Context: an optimization exercise on an open-source flow, tuned for small area, a short achievable clock period and few clock cycles. The choices shown serve that exercise and are no tape-out recipe. RTL that was checked went through simulation tests only; none was proved equivalent to the original. Power figures rest on the tool's default switching activity, not on a simulated workload.

## nnAccelerator
module nnAccelerator (
	input  logic                 CLOCK1_50,
	input  logic                 resetHidden,
	input  logic                 busWrite,
	input  logic [2:0]           busSel,
	input  logic [1:0]           busNeuron,
	input  logic [8-1:0]   busAddr,
	input  logic [32-1:0]  busWriteData,
	output logic [32-1:0]  busReadData
);
Size: roughly 8000 cells after synthesis, ~2200 flip-flops, roughly 80 I/O pins, about 110000 um2 of cells after synthesis.
clock: 10.0 ns
lec_check: 0
cap_margin: 20
core_margin: 2
core_utilization: 40
setup_slack_margin: 5
slew_margin: 20
run.sh (not shown) runs the stock make flow with config.mk's settings and CLKGATE_MAP_FILE= SYNTH_SCRIPT=/design/flow/synth_recipe.tcl, a recipe that flattens the netlist after the stock synthesis.
Rerun with:
--- a/flow/design.v
+++ b/flow/design.v
@@ -975,118 +975,102 @@
 	end
 	logic [16:0] xExt;
 	assign xExt = {itemX, 1'b0};
 	for (genvar j = 0; j < 8; j++) begin : gBooth
 		assign itemDig[3*j] = xExt[2*j+1] ^ xExt[2*j];
 		assign itemDig[3*j+1] = (xExt[2*j+2] && !xExt[2*j+1] && !xExt[2*j]) ||
 			(!xExt[2*j+2] && xExt[2*j+1] && xExt[2*j]);
 		assign itemDig[3*j+2] = xExt[2*j+2];
 	end
-	logic [15:0] selW1;
-	logic [3:0] selW2;
-	logic [3:0][15:0] itemW;
-	always_comb begin
-		for (int k = 0; k < 16; k++)
-			selW1[k] = !itemLay && itemIdx == 4'(k);
-		for (int k = 0; k < 4; k++)
-			selW2[k] = itemLay && itemIdx[1:0] == 2'(k);
-		for (int n = 0; n < 4; n++) begin
-			itemW[n] = '0;
-			for (int k = 0; k < 16; k++)
-				itemW[n] = itemW[n] | ({16{selW1[k]}} & w1Mem[n*16 + k]);
-			if (n < 3)
-				for (int k = 0; k < 4; k++)
-					itemW[n] = itemW[n] | ({16{selW2[k]}} & w2Mem[n*4 + k]);
-		end
-	end
 	logic r0V;
 	logic r0Lay;
 	logic r0First;
 	logic [23:0] r0Dig;
 	logic [3:0][15:0] r0W;
 	always_ff @(posedge CLOCK1_50) begin
 		if (resetHidden)
 			r0V <= 1'b0;
 		else
 			r0V <= itemV;
 		r0Lay <= itemLay;
 		r0First <= itemFirst;
 		r0Dig <= itemDig;
-		r0W <= itemW;
+		for (int n = 0; n < 4; n++) begin
+			if (n < 3)
+				r0W[n] <= itemLay ? w2Mem[n*4 + int'(itemIdx[1:0])] : w1Mem[n*16 + int'(itemIdx)];
+			else
+				r0W[n] <= w1Mem[n*16 + int'(itemIdx)];
+		end
 	end
 	logic [3:0][31:0] prodS;
 	logic [3:0][31:0] prodC;
 	for (genvar n = 0; n < 4; n++) begin : gLane
 		macArray lane (.dig(r0Dig), .w(r0W[n]), .ps(prodS[n]), .pc(prodC[n]));
 	end
 	logic r1V;
 	logic r1Lay;
-	logic r1AddH;
-	logic r1AddO;
+	logic r1First;
 	logic [3:0][31:0] r1S;
 	logic [3:0][31:0] r1C;
 	always_ff @(posedge CLOCK1_50) begin
 		if (resetHidden)
 			r1V <= 1'b0;
 		else
 			r1V <= r0V;
 		r1Lay <= r0Lay;
-		r1AddH <= !r0First && !r0Lay;
-		r1AddO <= !r0First && r0Lay;
+		r1First <= r0First;
 		r1S <= prodS;
 		r1C <= prodC;
 	end
 	logic [3:0][31:0] accH;
 	logic [2:0][31:0] accO;
 	logic [3:0][31:0] laneSum;
+	logic [3:0][31:0] nextH;
+	logic [2:0][31:0] nextO;
 	for (genvar n = 0; n < 4; n++) begin : gSum
 		logic [31:0] base;
 		logic [31:0] s3;
 		logic [31:0] c3;
 		if (n < 3) begin : gShared
-			assign base = ({32{r1AddH}} & accH[n]) | ({32{r1AddO}} & accO[n]);
+			assign base = r1First ? 32'd0 : (r1Lay ? accO[n] : accH[n]);
+			assign nextO[n] = (r1V && r1Lay) ? laneSum[n] : accO[n];
 		end else begin : gHiddenOnly
-			assign base = {32{r1AddH}} & accH[n];
+			assign base = r1First ? 32'd0 : accH[n];
 		end
 		assign s3 = base ^ r1S[n] ^ r1C[n];
 		assign c3 = (base & r1S[n]) | (base & r1C[n]) | (r1S[n] & r1C[n]);
 		assign laneSum[n] = s3 + {c3[30:0], 1'b0};
+		assign nextH[n] = (r1V && !r1Lay) ? laneSum[n] : accH[n];
 	end
 	always_ff @(posedge CLOCK1_50) begin
 		for (int n = 0; n < 4; n++)
 			if (r1V && !r1Lay)
 				accH[n] <= laneSum[n];
 		for (int n = 0; n < 3; n++)
 			if (r1V && r1Lay)
 				accO[n] <= laneSum[n];
 	end
-	logic [31:0] rdEarly;
 	logic [31:0] rd;
-	logic readSum;
 	always_comb begin
-		rdEarly = 32'd0;
+		rd = 32'd0;
 		case (busSel)
 			3'd0:
 				if (inRange16)
-					rdEarly = {{16{xMem[busAddr[3:0]][15]}}, xMem[busAddr[3:0]]};
+					rd = {{16{xMem[busAddr[3:0]][15]}}, xMem[busAddr[3:0]]};
 			3'd2:
 				if (inRange4)
-					rdEarly = {{16{hMem[busAddr[1:0]][15]}}, hMem[busAddr[1:0]]};
+					rd = {{16{hMem[busAddr[1:0]][15]}}, hMem[busAddr[1:0]]};
 			3'd4:
 				if (inRange4 && doneH)
-					rdEarly = accH[busAddr[1:0]];
+					rd = nextH[busAddr[1:0]];
 			3'd5:
 				if (busAddr < 8'd3 && doneO)
-					rdEarly = accO[busAddr[1:0]];
+					rd = nextO[busAddr[1:0]];
 			3'd6:
-				rdEarly = {30'd0, doneO, doneH};
+				rd = {30'd0, doneO, doneH};
 			default: ;
 		endcase
 	end
-	assign readSum = r1V && (r1Lay ?
-		busSel == 3'd5 && busAddr < 8'd3 && doneO :
-		busSel == 3'd4 && inRange4 && doneH);
-	assign rd = readSum ? laneSum[busAddr[1:0]] : rdEarly;
 	always_ff @(posedge CLOCK1_50)
 		busReadData <= rd;
 endmodule
 `default_nettype wire
The new run produced a clean layout. Setup slack gets better by 0.079 ns. Final cell count is higher by 6.6%. Final area is higher by 1.2%. Sequential share of layout area is lower by 2.5 points. Total power is lower by 2.4%. Clock-buffer cell count is lower by 8. Sequential power is lower by about 7%. Hold slack gets worse by 0.095 ns.
Testbench counts after the change, summed over its fixed seeds: cycles 1,856.
No functional check of the RTL was part of the first run of this note.

---

Starting RTL as in the previous note.
export LEC_CHECK = 0
export CAP_MARGIN = 20
export CORE_MARGIN = 2
export CORE_UTILIZATION = 40
export SLEW_MARGIN = 20
create_clock -name core_clock -period 10.0 [get_ports {CLOCK1_50}]
standard.sh (not shown) runs the stock make flow with config.mk's settings and CLKGATE_MAP_FILE= SYNTH_SCRIPT=/design/flow/synth_recipe.tcl, a recipe that flattens the netlist after the stock synthesis.
==> flow/flow/run.sh <==
#!/bin/bash
# Standard layout, with timing repair aiming below the clock period by
# SETUP_SLACK_MARGIN (the clock period and constraints are unchanged).
set -euo pipefail
bash standard.sh SETUP_SLACK_MARGIN=6.3 finish > make_finish.log 2>&1
Edit:
--- a/flow/design.v
+++ b/flow/design.v
@@ -978,29 +978,12 @@
 	for (genvar j = 0; j < 8; j++) begin : gBooth
 		assign itemDig[3*j] = xExt[2*j+1] ^ xExt[2*j];
 		assign itemDig[3*j+1] = (xExt[2*j+2] && !xExt[2*j+1] && !xExt[2*j]) ||
 			(!xExt[2*j+2] && xExt[2*j+1] && xExt[2*j]);
 		assign itemDig[3*j+2] = xExt[2*j+2];
 	end
-	logic [15:0] selW1;
-	logic [3:0] selW2;
-	logic [3:0][15:0] itemW;
-	always_comb begin
-		for (int k = 0; k < 16; k++)
-			selW1[k] = !itemLay && itemIdx == 4'(k);
-		for (int k = 0; k < 4; k++)
-			selW2[k] = itemLay && itemIdx[1:0] == 2'(k);
-		for (int n = 0; n < 4; n++) begin
-			itemW[n] = '0;
-			for (int k = 0; k < 16; k++)
-				itemW[n] = itemW[n] | ({16{selW1[k]}} & w1Mem[n*16 + k]);
-			if (n < 3)
-				for (int k = 0; k < 4; k++)
-					itemW[n] = itemW[n] | ({16{selW2[k]}} & w2Mem[n*4 + k]);
-		end
-	end
 	logic r0V;
 	logic r0Lay;
 	logic r0First;
 	logic [23:0] r0Dig;
 	logic [3:0][15:0] r0W;
 	always_ff @(posedge CLOCK1_50) begin
@@ -1008,85 +991,86 @@
 			r0V <= 1'b0;
 		else
 			r0V <= itemV;
 		r0Lay <= itemLay;
 		r0First <= itemFirst;
 		r0Dig <= itemDig;
-		r0W <= itemW;
+		for (int n = 0; n < 4; n++) begin
+			if (n < 3)
+				r0W[n] <= itemLay ? w2Mem[n*4 + int'(itemIdx[1:0])] : w1Mem[n*16 + int'(itemIdx)];
+			else
+				r0W[n] <= w1Mem[n*16 + int'(itemIdx)];
+		end
 	end
 	logic [3:0][31:0] prodS;
 	logic [3:0][31:0] prodC;
 	for (genvar n = 0; n < 4; n++) begin : gLane
 		macArray lane (.dig(r0Dig), .w(r0W[n]), .ps(prodS[n]), .pc(prodC[n]));
 	end
 	logic r1V;
 	logic r1Lay;
-	logic r1AddH;
-	logic r1AddO;
+	logic r1First;
 	logic [3:0][31:0] r1S;
 	logic [3:0][31:0] r1C;
 	always_ff @(posedge CLOCK1_50) begin
 		if (resetHidden)
 			r1V <= 1'b0;
 		else
 			r1V <= r0V;
 		r1Lay <= r0Lay;
-		r1AddH <= !r0First && !r0Lay;
-		r1AddO <= !r0First && r0Lay;
+		r1First <= r0First;
 		r1S <= prodS;
 		r1C <= prodC;
 	end
 	logic [3:0][31:0] accH;
 	logic [2:0][31:0] accO;
 	logic [3:0][31:0] laneSum;
+	logic [3:0][31:0] nextH;
+	logic [2:0][31:0] nextO;
 	for (genvar n = 0; n < 4; n++) begin : gSum
 		logic [31:0] base;
 		logic [31:0] s3;
 		logic [31:0] c3;
 		if (n < 3) begin : gShared
-			assign base = ({32{r1AddH}} & accH[n]) | ({32{r1AddO}} & accO[n]);
+			assign base = r1First ? 32'd0 : (r1Lay ? accO[n] : accH[n]);
+			assign nextO[n] = (r1V && r1Lay) ? laneSum[n] : accO[n];
 		end else begin : gHiddenOnly
-			assign base = {32{r1AddH}} & accH[n];
+			assign base = r1First ? 32'd0 : accH[n];
 		end
 		assign s3 = base ^ r1S[n] ^ r1C[n];
 		assign c3 = (base & r1S[n]) | (base & r1C[n]) | (r1S[n] & r1C[n]);
 		assign laneSum[n] = s3 + {c3[30:0], 1'b0};
+		assign nextH[n] = (r1V && !r1Lay) ? laneSum[n] : accH[n];
 	end
 	always_ff @(posedge CLOCK1_50) begin
 		for (int n = 0; n < 4; n++)
 			if (r1V && !r1Lay)
 				accH[n] <= laneSum[n];
 		for (int n = 0; n < 3; n++)
 			if (r1V && r1Lay)
 				accO[n] <= laneSum[n];
 	end
-	logic [31:0] rdEarly;
 	logic [31:0] rd;
-	logic readSum;
 	always_comb begin
-		rdEarly = 32'd0;
+		rd = 32'd0;
 		case (busSel)
 			3'd0:
 				if (inRange16)
-					rdEarly = {{16{xMem[busAddr[3:0]][15]}}, xMem[busAddr[3:0]]};
+					rd = {{16{xMem[busAddr[3:0]][15]}}, xMem[busAddr[3:0]]};
 			3'd2:
 				if (inRange4)
-					rdEarly = {{16{hMem[busAddr[1:0]][15]}}, hMem[busAddr[1:0]]};
+					rd = {{16{hMem[busAddr[1:0]][15]}}, hMem[busAddr[1:0]]};
 			3'd4:
 				if (inRange4 && doneH)
-					rdEarly = accH[busAddr[1:0]];
+					rd = nextH[busAddr[1:0]];
 			3'd5:
 				if (busAddr < 8'd3 && doneO)
-					rdEarly = accO[busAddr[1:0]];
+					rd = nextO[busAddr[1:0]];
 			3'd6:
-				rdEarly = {30'd0, doneO, doneH};
+				rd = {30'd0, doneO, doneH};
 			default: ;
 		endcase
 	end
-	assign readSum = r1V && (r1Lay ?
-		busSel == 3'd5 && busAddr < 8'd3 && doneO :
-		busSel == 3'd4 && inRange4 && doneH);
-	assign rd = readSum ? laneSum[busAddr[1:0]] : rdEarly;
 	always_ff @(posedge CLOCK1_50)
 		busReadData <= rd;
 endmodule
 `default_nettype wire
Clock power barely changes.
Worst setup slack got worse by 0.096 ns.
Final cell count came out higher by about 8%.
Hold slack got worse by 0.091 ns.
Clock skew came out higher by 0.0054 ns.
Sequential share of layout area came out lower by 3.2 points.
Design area came out higher by about 3.3%.
Wire length came out higher by 5.9%.
Utilization came out higher by 1.2 points.
Non-clock buffer count came out higher by 182.
Testbench counts after the change, summed over its fixed seeds: cycles 1,856.
No functional check of the RTL was part of the first run of this note.

[afterwards: timing with drivers on the ports]
The flow's constraints put no driver on any port. The routed layouts listed below were extracted and timed again, unchanged, in two steps. Step 1: set_driving_cell puts a clkbuf_16 on CLOCK1_50 and a buf_2 on each other input, an assumption about the parent block. Step 2, shift: input delay + t, output delay - t, t = (earliest + latest rising clock arrival at the registers) / 2. This alone moves slack from input paths to output paths. a / b / c = no drivers / after step 1 / after step 2; a / b = the first two.
| run | t, ns | slack for setup (ns) | latest minus earliest clock arrival (ns) |
|---|---|---|---|
| the first run of note 1 | 0.972 | 4.858 / 4.836 / 3.864 | 0.101 / 0.101 |
| the second run of note 1 | 0.970 | 4.937 / 4.982 / 4.012 | 0.126 / 0.125 |
| the first run of note 2 | 0.985 | 5.509 / 5.509 / 4.866 | 0.110 / 0.110 |
| the second run of note 2 | 0.982 | 5.414 / 5.414 / 4.893 | 0.126 / 0.125 |
After both steps setup and hold are still met in every run listed. For the first run of note 1, which loses most, drivers alone change the setup slack by -0.022 ns; drivers and shift together by -0.994 ns.
